This design comes from an exercise in tuning for small area and a short achievable clock period on the open sky130 flow, not from production work.
The RTL was checked by simulation tests, not by an equivalence proof against the original design.
Power figures rest on the tool's default switching activity, not on a simulated workload.

**flow/config.mk**
```make
export PLATFORM = sky130hd
export DESIGN_NAME = data_memory_sized
export DESIGN_NICKNAME = data_memory_sized
export VERILOG_FILES = /design/flow/design.v
export SDC_FILE = /design/flow/constraint.sdc
export NUM_CORES = 4
export LEC_CHECK = 0
export CAP_MARGIN = 20
export CORE_MARGIN = 2
export CORE_UTILIZATION = 65
export CTS_CLUSTER_DIAMETER = 60
export CTS_CLUSTER_SIZE = 30
export SETUP_SLACK_MARGIN = 2.5
export SLEW_MARGIN = 60
export SYNTH_HIERARCHICAL = 1
export TNS_END_PERCENT = 10
```
**flow/flow/run.sh**
```bash
#!/bin/bash
# Standard layout, except that the port buffers are buf_4 cells: the default pick
# (a delay cell) cannot be resized later under the platform's footprint matching.
set -euo pipefail
bash standard.sh finish 'BUFFER_PORTS_ARGS=-buffer_cell sky130_fd_sc_hd__buf_4' > make.log 2>&1
```
**flow/design.v**
```verilog
module dm_dec3 (
  input  logic [2:0] a,
  output logic [7:0] y
);
  always_comb
    for (int i = 0; i < 8; i++) y[i] = (a == 3'(i));
endmodule
module dm_dec3n (
  input  logic [2:0] a,
  output logic [7:0] y_n
);
  always_comb
    for (int i = 0; i < 8; i++) y_n[i] = (a != 3'(i));
endmodule
module dm_ao8 (
  input  logic [7:0] d,
  input  logic [7:0] s,
  output logic       y
);
  assign y = |(d & s);
endmodule
module dm_bsel (
  input  logic       mem_write,
  input  logic       fill,
  input  logic [1:0] size,
  input  logic [1:0] ofs,
  output logic [3:0] nb
);
  logic [3:0] be;
  always_comb begin
    case (size)
      2'b00:   be = 4'b0001 << ofs;
      2'b01:   be = ofs[0] ? 4'b0000 : (ofs[1] ? 4'b1100 : 4'b0011);
      2'b10:   be = (ofs == 2'b00) ? 4'b1111 : 4'b0000;
      default: be = 4'b0000;
    endcase
    nb = ~((be & {4{mem_write}}) | {4{fill}});
  end
endmodule
module dm_en (
  input  logic nw,
  input  logic nb,
  output logic en
);
  assign en = ~(nw | nb);
endmodule
module dm_wl (
  input  logic lo_n,
  input  logic hi_n,
  output logic y
);
  assign y = ~(lo_n | hi_n);
endmodule
module dm_nor2 (
  input  logic a,
  input  logic b,
  output logic y
);
  assign y = ~(a | b);
endmodule
module dm_nand4 (
  input  logic [3:0] a,
  output logic       y
);
  assign y = ~&a;
endmodule
module dm_or8 (
  input  logic [7:0] d,
  output logic       y
);
  logic [3:0] n;
  for (genvar i = 0; i < 4; i++) begin : g_n
    dm_nor2 u_n (.a(d[2*i]), .b(d[2*i+1]), .y(n[i]));
  end
  dm_nand4 u_y (.a(n), .y(y));
endmodule
module dm_aoi22 (
  input  logic a,
  input  logic b,
  input  logic c,
  input  logic d,
  output logic y
);
  assign y = ~((a & b) | (c & d));
endmodule
module dm_nand2 (
  input  logic a,
  input  logic b,
  output logic y
);
  assign y = ~(a & b);
endmodule
module dm_nand3 (
  input  logic [2:0] a,
  output logic       y
);
  assign y = ~&a;
endmodule
module data_memory_sized #(
  parameter int DEPTH          = 64,
  parameter int ADDR_W         = $clog2(DEPTH) + 2,
  parameter bit CLEAR_ON_RESET = 1'b1
) (
  input  logic              clk,
  input  logic              rst_n,
  input  logic              mem_read,
  input  logic              mem_write,
  input  logic [1:0]        size,
  input  logic              load_unsigned,
  input  logic [ADDR_W-1:0] address,
  input  logic [31:0]       write_data,
  output logic [31:0]       read_data,
  output logic              read_valid,
  output logic              misaligned,
  output logic              busy
);
  localparam int IDX_W = ADDR_W - 2;
  logic [IDX_W-1:0] cnt;
  logic             fill, idle;
  always_ff @(posedge clk or negedge rst_n) begin
    if (!rst_n) begin
      fill <= CLEAR_ON_RESET;
      cnt  <= '0;
    end else if (fill) begin
      cnt <= cnt + 1'b1;
      if (cnt == IDX_W'(DEPTH - 1)) fill <= 1'b0;
    end
  end
  always_ff @(posedge clk or negedge rst_n) begin
    if (!rst_n)                                  idle <= ~CLEAR_ON_RESET;
    else if (fill && cnt == IDX_W'(DEPTH - 1))   idle <= 1'b1;
  end
  assign busy = ~idle;
  logic [5:0]  idx;
  logic [1:0]  ofs;
  logic        aligned, ld, lda;
  logic        sz_b, sz_h, sz_w;
  logic [31:0] wlane, wd;
  always_comb begin
    idx  = address[7:2];
    ofs  = address[1:0];
    sz_b = (size == 2'b00);
    sz_h = (size == 2'b01);
    sz_w = (size == 2'b10);
    aligned = sz_b | (sz_h & ~ofs[0]) | (sz_w & (ofs == 2'b00));
    ld  = mem_read & ~fill;
    lda = ld & aligned;
    case (size)
      2'b00:   wlane = {4{write_data[7:0]}};
      2'b01:   wlane = {2{write_data[15:0]}};
      default: wlane = write_data;
    endcase
    wd = fill ? 32'd0 : wlane;
  end
  logic [31:0] mem [64];
  logic [7:0]  wlo, whi;
  logic [63:0] nwsel;
  logic [3:0]  nbsel [8];
  logic [3:0]  en [64];
  dm_dec3 u_wlo (.a(idx[2:0]), .y(wlo));
  dm_dec3 u_whi (.a(idx[5:3]), .y(whi));
  always_comb
    for (int w = 0; w < 64; w++) nwsel[w] = ~((whi[w/8] & wlo[w%8]) | fill);
  for (genvar g = 0; g < 8; g++) begin : g_bsel
    dm_bsel u_bsel (.mem_write(mem_write), .fill(fill), .size(size), .ofs(ofs), .nb(nbsel[g]));
  end
  for (genvar w = 0; w < 64; w++) begin : g_wen
    for (genvar b = 0; b < 4; b++) begin : g_b
      dm_en u_en (.nw(nwsel[w]), .nb(nbsel[w/8][b]), .en(en[w][b]));
    end
  end
  always_ff @(posedge clk) begin
    for (int w = 0; w < 64; w++)
      for (int b = 0; b < 4; b++)
        if (en[w][b]) mem[w][8*b +: 8] <= wd[8*b +: 8];
  end
  logic [31:0] word, rd_d;
  logic [7:0]  part [32];
  logic [3:0]  sw1, sw2, sw3;
  logic [7:0]  rlo_n [4];
  logic [7:0]  rhi_n [4];
  logic [63:0] wl [4];
  for (genvar c = 0; c < 4; c++) begin : g_rdec
    dm_dec3n u_rlo (.a(idx[2:0]), .y_n(rlo_n[c]));
    dm_dec3n u_rhi (.a(idx[5:3]), .y_n(rhi_n[c]));
    for (genvar w = 0; w < 64; w++) begin : g_wl
      dm_wl u_wl (.lo_n(rlo_n[c][w%8]), .hi_n(rhi_n[c][w/8]), .y(wl[c][w]));
    end
  end
  for (genvar k = 0; k < 32; k++) begin : g_bit
    for (genvar g = 0; g < 8; g++) begin : g_grp
      logic [7:0] col;
      for (genvar i = 0; i < 8; i++) begin : g_w
        assign col[i] = mem[8*g+i][k];
      end
      dm_ao8 u_grp (.d(col), .s(wl[k/8][8*g +: 8]), .y(part[k][g]));
    end
    dm_or8 u_word (.d(part[k]), .y(word[k]));
  end
  for (genvar j = 0; j < 4; j++) begin : g_sw
    dm_or8 u_sw1 (.d(part[8*j+7]), .y(sw1[j]));
    dm_or8 u_sw2 (.d(part[8*j+7]), .y(sw2[j]));
    dm_or8 u_sw3 (.d(part[8*j+7]), .y(sw3[j]));
  end
  logic [3:0] s, ss, sb;
  logic       t1, t3, u;
  always_comb begin
    for (int j = 0; j < 4; j++) begin
      s[j]  = lda & (ofs == 2'(j));
      ss[j] = lda & ~load_unsigned &
              ((sz_b & (ofs == 2'(j))) | (sz_h & (j % 2 == 1) & (ofs == 2'(j - 1))));
      sb[j] = ss[j] & sz_b;
    end
    t1 = lda & ((sz_h & ~ofs[1]) | sz_w);
    t3 = lda & sz_h & ofs[1];
    u  = lda & sz_w;
  end
  logic        hold;
  logic [31:0] hq_n, a0_n, a1_n;
  logic [1:0]  sg1_n [2];
  logic [1:0]  sg2_n [2];
  logic [1:0]  sg3_n [2];
  assign hold = ~ld;
  for (genvar k = 0; k < 32; k++) begin : g_hq
    dm_nand2 u_hq (.a(hold), .b(read_data[k]), .y(hq_n[k]));
  end
  for (genvar c = 0; c < 2; c++) begin : g_sgc
    for (genvar h = 0; h < 2; h++) begin : g_sg
      dm_aoi22 u_sg1 (.a(sb[2*h]), .b(sw1[2*h]), .c(sb[2*h+1]), .d(sw1[2*h+1]), .y(sg1_n[c][h]));
      dm_aoi22 u_sg2 (.a(ss[2*h]), .b(sw2[2*h]), .c(ss[2*h+1]), .d(sw2[2*h+1]), .y(sg2_n[c][h]));
      dm_aoi22 u_sg3 (.a(ss[2*h]), .b(sw3[2*h]), .c(ss[2*h+1]), .d(sw3[2*h+1]), .y(sg3_n[c][h]));
    end
  end
  for (genvar k = 0; k < 8; k++) begin : g_b0
    dm_aoi22 u_a0 (.a(s[0]), .b(word[k]), .c(s[1]), .d(word[8+k]), .y(a0_n[k]));
    dm_aoi22 u_a1 (.a(s[2]), .b(word[16+k]), .c(s[3]), .d(word[24+k]), .y(a1_n[k]));
    dm_nand3 u_d (.a({a0_n[k], a1_n[k], hq_n[k]}), .y(rd_d[k]));
  end
  for (genvar k = 8; k < 16; k++) begin : g_b1
    dm_aoi22 u_a0 (.a(t1), .b(word[k]), .c(t3), .d(word[16+k]), .y(a0_n[k]));
    dm_nand4 u_d (.a({a0_n[k], hq_n[k], sg1_n[(k/4)%2]}), .y(rd_d[k]));
  end
  for (genvar k = 16; k < 32; k++) begin : g_b23
    dm_aoi22 u_a0 (.a(u), .b(word[k]), .c(hold), .d(read_data[k]), .y(a0_n[k]));
    if (k < 24) begin : g_2
      dm_nand3 u_d (.a({a0_n[k], sg2_n[(k/4)%2]}), .y(rd_d[k]));
    end else begin : g_3
      dm_nand3 u_d (.a({a0_n[k], sg3_n[(k/4)%2]}), .y(rd_d[k]));
    end
  end
  always_ff @(posedge clk or negedge rst_n) begin
    if (!rst_n) begin
      read_data  <= '0;
      read_valid <= 1'b0;
      misaligned <= 1'b0;
    end else begin
      read_data  <= rd_d;
      read_valid <= ld;
      misaligned <= (mem_read | mem_write) & ~fill & ~aligned;
    end
  end
endmodule
```
**flow/standard.sh**
```bash
#!/bin/bash
# synth_recipe.tcl (not shown) runs the flow's synth.tcl, then flattens the netlist and writes it again
# the make line also repeats each setting of config.mk as NAME=value (left out here)
make -C /OpenROAD-flow-scripts/flow DESIGN_CONFIG=/design/flow/config.mk WORK_HOME=/design/flow/orfs CLKGATE_MAP_FILE= SYNTH_SCRIPT=/design/flow/synth_recipe.tcl "${@:-finish}"
```
**flow/constraint.sdc**
```tcl
create_clock -name core_clock -period 5.0 [get_ports {clk}]
set_input_delay 1.0000 -clock core_clock [delete_from_list [all_inputs] [get_ports {clk}]]
set_output_delay 1.0000 -clock core_clock [all_outputs]
set_load 0.01 [all_outputs]
```
==> results.py, run 1 <==
metrics = {
    "timing": {
        "rsz0062_at_grt": "yes",
        "hold_slack_ps": 99.2,
        "fin_crit_sh_pct": 53.2,
        "fin_tns_setup_ps": 0,
        "tightest_slew_ps": 655,
        "maxSlewViolCount": 0,
        "period_minus_slack_ps": 2660,
        "relSlewSlack_pct": 56.2,
        "max_freq_mhz": 376,
        "final-setup-viol-count": 0,
        "clock_skew_ps": 42.0,
        "finalHoldViolations": 0,
    },
    "worst_setup_path": {
        "critPathCaptureType": "flop",
        "critPathArrivalTime_ps": 3400,
        "reg2reg_slack_ps": 2390,
        "worst-path-max-fanout": 20,
        "critical_path.startpoint_type": "primary input",
        "critical_path_class": "in -> reg",
        "crit_required_ps": 5740,
    },
    "place": {
        "place.port_buffers": 81,
        "place_congestion": 1.00,
        "placed_cell_area_um2": 84900,
        "dpl.hpwl_mm": 163,
    },
    "synth": {
        "synth_cells": 4622,
        "ys_warn_count": 21,
        "syn_avg_cell_area_um2": 16.9,
        "ys_top_cells_by_area": "edfxtp_1 79%, a22oi_1 9.8%, nor2_1 3.5%, nand4_1 2.5%, dfrtp_1 1.3%",
        "syn-cell-area_um2": 78200,
        "yosys.area.top_type": "edfxtp_1",
        "synth_edf_count": 2048,
        "ys_seq_elements": 2090,
        "synth_fp_nets": 4670,
        "synth_cell_types": 40,
        "yosysTopAreaCellShare_pct": 78.6,
        "ys_async_sr_fraction_pct": 2.01,
        "yosysSeqAreaShare_pct": 80.0,
        "synth_top_flop_cell": "edfxtp_1",
    },
    "cts": {
        "cts.clk_slew.worst_paths_ps": 80,
        "cts_buffers": 140,
        "cts_buffer_depth": 3,
        "cts_tree": "yes",
        "htree_levels": 4,
        "insertion_delay_ps": 820,
        "cts_root_buf": "clkbuf_16",
        "ctsHoldBuffers": 0,
        "cts_num_sinks": 2090,
    },
    "power_and_ir_drop": {
        "seqPwrFrac_pct": 57.0,
        "clkPwrFrac_pct": 37.1,
        "irDropWorstVdd_uv": 388,
        "p_int_uw": 26300,
        "p_sw_share_pct": 22.8,
        "cellPowerDensity_nw_per_um2": 368,
        "power_switching_uw": 7800,
        "p_comb_share_pct": 5.9,
        "power_leakage_uw": 0.0284,
    },
    "outcome": {
        "status": "no timing/DRC/antenna violations",
    },
    "drt": {
        "drtPass1Iterations": 7,
        "vias": 49700,
        "drt-vias-per-instance": 7.15,
        "drt_iter0_markers": 8184,
        "wl_per_cell_um": 34.8,
        "drc": 0,
        "wl_mm": 242,
        "drtAntennaViolNets": 0,
    },
    "final_layout": {
        "nets": 5267,
        "area_growth_pct": 18.8,
        "nFillCells": 6659,
        "final_util_pct": 77.6,
        "design_area_um2": 92900,
        "drive_gt1_share_pct": 27.7,
    },
    "hold_path": {
        "hold_class": "in -> async",
    },
    "floorplanning": {
        "start_util_pct": 65.4,
        "die_x_um": 351,
        "core_area_um2": 120000,
        "die_h_um": 351,
        "num_rows": 127,
        "die_area_um2": 123000,
        "io_pins": 82,
    },
    "grt": {
        "antenna_found_initial": 9,
        "grt.overflow.total": 0,
        "grt_pass1_wl_mm": 332,
        "grt_pass1_vias": 46000,
        "grt_max_degree": 65,
        "globalRouteTotalUtil_pct": 38.7,
    },
    "flow_run": {
        "cap_violations": 0,
    },
}
[power by group through the flow]
stage / clock [µW] / combinational, µW / sequential, µW
global route: 13300 / 2050 / 19500
finish: 12600 / 2020 / 19500
CTS: 12700 / 1840 / 19500
detailed placement: 0 / 1680 / 19900
floorplan: 0 / 647 / 19800
global placement: 0 / 1510 / 19900
[metal layers]
layer	wire length (µm)	GRT usage [%]	vias up
li1	-	-	20500
met1	88200	54.3	25000
met4	14700	19.5	16
met2	105000	55.1	3572
met3	34600	12.2	652
met5	267	0.863	-
[per-stage QoR]
step / setup WS, ps / power, µW / cells
3_5_place_dp: 702 / 21500 / 6530
4_1_cts: 2440 / 34000 / 6891
5_1_grt: 2360 / 34800 / 6949
6_report: 2340 / 34100 / 6954
2_1_floorplan: 1890 / 20500 / 4622
3_3_place_gp: 668 / 21400 / 6444
[modules after synthesis, one instance, submodules excluded, excerpt]
module,cells,times used,cell area [µm²],flops+latches
dm_wl,1,256,3.75,0
dm_bsel,15,8,96.3,0
dm_nand4,1,52,6.26,0
dm_ao8,5,256,36.3,0
dm_aoi22,1,52,12.5,0
dm_nand3,1,24,5.00,0
[worst max-delay path, stage by stage]
cell,delay [ps]
clkbuf_16,200
or3b_4,530
nor2_1,510
a22oi_1,210
nand4_1,120
buf_4,170
nor2_1,60
nand4_1,130
buf_4,180
a22oi_2,120
nand3_1,140
[layout by cell type, fill, tap and decap left out, types with 14 or more instances in the layout]
cell / n
dfrtp_1: 33
nor2_4: 71
a21oi_2: 15
a22oi_2: 88
buf_12: 27
nor2_2: 400
a21oi_4: 61
inv_6: 22
clkinv_8: 14
nor2_1: 250
buf_8: 24
nand4_1: 310
nand2_1: 51
a21oi_1: 14
buf_4: 335
mux2_2: 17
nand3_1: 25
a22oi_1: 988
clkbuf_16: 156
buf_6: 77
edfxtp_1: 2048
nand3b_1: 24
mux2i_1: 24
or3b_4: 23
[path summary, 6_finish.rpt]
path,startpoint,to,depth (start not counted)
max,address[3],read_data[16]$_DFF_PN0_,11
min,rst_n,cnt[0]$_DFFE_PN0P_,1
max reg2reg,fill$_DFF_PN1_,mem[46][25]$_DFFE_PP_,6
min reg2reg,idle$_DFFE_PN0P_,idle$_DFFE_PN0P_,2
max in group asynchronous,rst_n,read_data[10]$_DFF_PN0_,1
min in group core_clock,idle$_DFFE_PN0P_,idle$_DFFE_PN0P_,2
[synth_stat cells, types with 9 or more instances]
cell      count
a21oi_1      90
a22oi_1    1024
a22oi_2      52
a31oi_1      16
buf_1        17
dfrtp_1      41
edfxtp_1   2048
inv_1        11
mux2_2       17
mux2i_1      24
nand2_1      55
nand2b_1     10
nand3_1      33
nand3b_1     24
nand4_1     310
nor2_1      720
nor2b_1      17
or3_1         9
or3b_1       24
xor2_1       10
[cell type report]
type / instances / area (µm²) / share of cell area (%)
Sequential cell: 2090 / 62600 / 67.4
Multi-Input combinational cell: 2487 / 18300 / 19.7
Timing Repair Buffer: 489 / 4850 / 5.22
Clock buffer: 154 / 3770 / 4.06
Tap cell: 1612 / 2020 / 2.17
Clock inverter: 105 / 1290 / 1.39
Inverter: 11 / 41.3 / 0.0445
Antenna cell: 6 / 15.0 / 0.0162
[sequential cells by signal, indices dropped and copies added, names as in the netlist]
signal      cells
idle            1
read_valid      1
fill            1
mem          2048
cnt             6
misaligned      1
read_data      32
[cells by family (layout without fill, tap and decap cells)]
family                   count (synthesis)  count (layout)  share of synthesized area [%]
flip-flops                            2090            2090                           80.0
AND/OR/NAND/NOR                       1229            1229                           7.45
AO/OA/AOI/OAI                         1202            1202                           11.6
buffers and inverters                   45             759                          0.264
multiplexers                            41              41                          0.552
XOR/XNOR                                14              14                          0.157
adder cells (fa/ha/maj)                  1               1                         0.0160
other                                    0               6                              0
[repair_timing]
action                                  in CTS  in global routing
endpoints found under the hold margin        0                  0
gates resized for setup                    192                115
gates cloned                                 4                  6
endpoints found under the setup margin    1286                260
buffers inserted                            98                 46
pin swaps                                   75                 53
==> run 2: changes to the inputs <==
--- a/flow/config.mk
+++ b/flow/config.mk
@@ -10,3 +10,3 @@
 export CORE_UTILIZATION = 65
-export CTS_CLUSTER_DIAMETER = 60
+export CTS_CLUSTER_DIAMETER = 70
 export CTS_CLUSTER_SIZE = 30
==> run 2 against run 1 <==
Against the previous run:
- utilization shrank 0.84 points
- largest cell class unchanged
- via count down 0.52%
- wire length down 0.48%
- critical endpoint is now read_data[7]$_DFF_PN0_
- area after synthesis unchanged
- critical path depth is 2 higher
- sequential power hardly changed
- design area down 1.1%
- sequential share of layout area is 0.73 points higher
==> results.py, run 2 <==
metrics = {
    "outcome": {
        "status": "no timing/DRC/antenna violations",
    },
    "worst_setup_path": {
        "critPathArrivalTime_ps": 3340,
        "slowest_delay_ps": 260,
        "critPathMostFrequentCell": "buf_4",
        "critPathSlowestCell": "nand4_1",
        "rr_startpoint": "fill$_DFF_PN1_",
        "critPathCaptureType": "flop",
        "critical_path.startpoint_type": "primary input",
        "worst-path-max-fanout": 20,
        "worstRegToRegCells": 6,
        "worstReg2RegEnd": "mem[46][31]$_DFFE_PP_",
        "cp_num_buf_inv": 5,
        "critical_path_class": "in -> reg",
        "cpLargestDelayFamily": "buffers and inverters",
        "critical_path.cell_chain": "clkbuf_16 -> nand3b_1 -> buf_12 -> buf_4 -> nor2_2 -> a22oi_2 -> nand4_1 -> buf_4 -> nor2_1 -> nand4_1 -> buf_4 -> a22oi_2 -> nand3_1",
        "crit_required_ps": 5620,
        "reg2reg_slack_ps": 2400,
    },
    "final_layout": {
        "drive_gt1_share_pct": 27.1,
        "top_register": "mem",
        "reg_top3": "mem x2048, read_data x32, cnt x6",
        "final_common_cell": "edfxtp_1",
        "largest_register_ffs": 2048,
        "area_growth_pct": 17.5,
        "final_cell_mix": "2,048 x edfxtp_1, 971 x a22oi_1, 384 x nor2_2, 338 x buf_4, 310 x nand4_1",
        "nets": 5239,
    },
    "cts": {
        "cts_root_buf": "clkbuf_16",
        "cts_num_sinks": 2090,
        "cts.clk_slew.worst_paths_ps": 100,
        "htree_levels": 3,
        "cts_buffer_depth": 3,
        "insertion_delay_ps": 780,
        "cts_tree": "yes",
        "cts_buffers": 105,
    },
    "synth": {
        "synth_cells": 4622,
        "yosysTopAreaCellShare_pct": 78.6,
        "yosys.area.top_type": "edfxtp_1",
        "synth_cell_types": 40,
        "ys_seq_elements": 2090,
        "yosysMostFrequentCell": "edfxtp_1",
        "synth_edf_count": 2048,
        "synth_common_cells": "2,048 x edfxtp_1, 1,024 x a22oi_1, 720 x nor2_1",
        "synth_top_flop_cell": "edfxtp_1",
        "yosysSeqAreaShare_pct": 80.0,
        "synth_fp_nets": 4670,
        "ys_async_sr_fraction_pct": 2.01,
        "ys_warn_count": 21,
        "syn-cell-area_um2": 78200,
        "syn_avg_cell_area_um2": 16.9,
        "ys_top_cells_by_area": "edfxtp_1 79%, a22oi_1 9.8%, nor2_1 3.5%, nand4_1 2.5%, dfrtp_1 1.3%",
    },
    "power_and_ir_drop": {
        "power_switching_uw": 7520,
        "seqPwrFrac_pct": 60.6,
        "p_int_uw": 24600,
        "cellPowerDensity_nw_per_um2": 349,
        "irDropWorstVdd_uv": 412,
        "clkPwrFrac_pct": 33.0,
        "power_leakage_uw": 0.0278,
        "p_sw_share_pct": 23.4,
        "p_comb_share_pct": 6.3,
    },
    "drt": {
        "vias": 49500,
        "drtAntennaViolNets": 0,
        "wl_mm": 241,
        "drc": 0,
        "drtPass1Iterations": 7,
        "wl_per_cell_um": 35.0,
        "drt_iter0_markers": 8232,
        "drt-vias-per-instance": 7.18,
    },
    "grt": {
        "grt_pass1_wl_mm": 332,
        "grt.overflow.total": 0,
        "grt_max_degree": 65,
        "globalRouteTotalUtil_pct": 38.7,
        "antenna_found_initial": 13,
        "grt_pass1_vias": 45800,
    },
    "floorplanning": {
        "core_area_um2": 120000,
        "die_area_um2": 123000,
        "num_rows": 127,
        "die_h_um": 351,
        "io_pins": 82,
        "start_util_pct": 65.4,
        "die_x_um": 351,
    },
    "timing": {
        "relSlewSlack_pct": 55.0,
        "rsz0062_at_grt": "yes",
        "clock_skew_ps": 26.5,
        "fin_tns_setup_ps": 0,
        "tightest_slew_ps": 673,
        "final-setup-viol-count": 0,
        "maxSlewViolCount": 0,
        "fin_crit_sh_pct": 54.3,
        "period_minus_slack_ps": 2710,
        "finalHoldViolations": 0,
        "max_freq_mhz": 369,
        "fin_ws_ps": 2290,
    },
    "flow_run": {
        "cap_violations": 0,
    },
    "place": {
        "place.port_buffers": 81,
        "dpl.hpwl_mm": 163,
        "place_ws_ps": 702,
        "place_congestion": 1.00,
    },
    "hold_path": {
        "hold_class": "in -> async",
    },
}
[run 2: cell counts after synthesis]
Identical to the previous run, type by type.
[run 2: Yosys stat by module (local to each module, per instance), a selection]
module | area [µm²] | cells | times used
data_memory_sized | 63800 | 2310 | 1
dm_ao8 | 36.3 | 5 | 256
dm_bsel | 96.3 | 15 | 8
dm_dec3 | 65.1 | 8 | 2
dm_dec3n | 60.1 | 8 | 8
dm_nand2 | 3.75 | 1 | 16
dm_nand4 | 6.26 | 1 | 52
dm_nor2 | 3.75 | 1 | 176
dm_wl | 3.75 | 1 | 256
[run 2: worst max path at each step]
stage	from	cells past startpoint	end	slack, ps
after floorplan	write_data[1]	1	mem[0][1]$_DFFE_PP_	1890
after global placement	address[4]	9	read_data[18]$_DFF_PN0_	670
after detailed placement	address[5]	10	read_data[16]$_DFF_PN0_	700
after CTS	read_data[14]$_DFF_PN0_	1	read_data[14]	2440
after global routing	address[5]	13	read_data[14]$_DFF_PN0_	2350
final	address[3]	13	read_data[7]$_DFF_PN0_	2290
[run 2: repair_timing]
item	CTS	global route
hold buffers	0	0
setup buffers	112	40
endpoints found under the setup margin	1529	219
pin swaps	94	60
gates cloned	6	4
resized for setup	261	104
[run 2: cells by family (layout without fill, tap and decap cells)]
family / Yosys count / in the layout / share of synthesized area (%)
adder cells (fa/ha/maj): 1 / 1 / 0.0160
flip-flops: 2090 / 2090 / 80.0
other: 0 / 9 / 0
buffers and inverters: 45 / 697 / 0.264
multiplexers: 41 / 41 / 0.552
AO/OA/AOI/OAI: 1202 / 1202 / 11.6
AND/OR/NAND/NOR: 1229 / 1229 / 7.45
XOR/XNOR: 14 / 14 / 0.157
[run 2: metal layers]
| layer | track usage (%) | wire [µm] | vias up |
|---|---|---|---|
| li1 | - | - | 20400 |
| met1 | 55.0 | 87600 | 25000 |
| met2 | 55.5 | 104000 | 3449 |
| met3 | 11.2 | 33900 | 675 |
| met4 | 19.5 | 15500 | 8 |
| met5 | 0 | 95 | - |
[run 2: metrics by stage]
stage	util, %	instance area [µm²]	power (µW)	hold WS [ps]	std cells
after floorplan	-	78300	20500	463	4622
after global placement	68.9	82500	21400	459	6444
after detailed placement	71.0	84900	21500	463	6530
after CTS	75.9	90800	32000	124	6838
after global routing	76.8	91800	32700	145	6887
final	76.8	91900	32100	137	6895
[run 2: final cells by class]
class	instances	area, µm²
flip-flops and latches	2090	62600
fillers	6802	27800
multi-input cells	2487	18500
repair buffers	496	4900
clock buffers	114	2750
well taps	1612	2020
clock inverters	76	1070
inverters	11	41.3
diodes	9	22.5
[run 2: power groups by stage]
stage / Combinational [µW] / Clock, µW / Sequential [µW]
3_3_place_gp: 1510 / 0 / 19900
2_1_floorplan: 647 / 0 / 19800
6_report: 2030 / 10600 / 19500
4_1_cts: 1870 / 10600 / 19500
5_1_grt: 2060 / 11200 / 19500
3_5_place_dp: 1680 / 0 / 19900

==> separate check: timing with driven ports <==
The results above use ideal ports. As a check the final layouts listed here were re-extracted and re-timed, cells and wires unchanged. Step 1 sets driving cells, clkbuf_16 on the clock port and buf_2 on the other inputs (assumed; they add their load-dependent delay and slew). Step 2 times the ports against the registers' clock, not the clock port: input delays grow and output delays shrink by t, the midpoint of the rising clock arrivals with the driver on. Three values: ideal, step 1, step 2; two values: the first two.
| run | t (ns) | setup slack, ns | latest minus earliest clock arrival (ns) | worst register clock-pin slew, ns | cell pins on the clock port's net |
|---|---|---|---|---|---|
| run 1 | 0.883 | 2.342 / 2.172 / 1.289 | 0.043 / 0.042 | 0.10 / 0.10 | 1 |
| run 2 | 0.851 | 2.287 / 1.974 / 1.123 | 0.034 / 0.034 | 0.11 / 0.11 | 1 |
After both steps setup and hold are still met in every run listed. The setup slack of run 2, which loses most, moves by -0.313 ns with the drivers and by -1.164 ns with both steps.
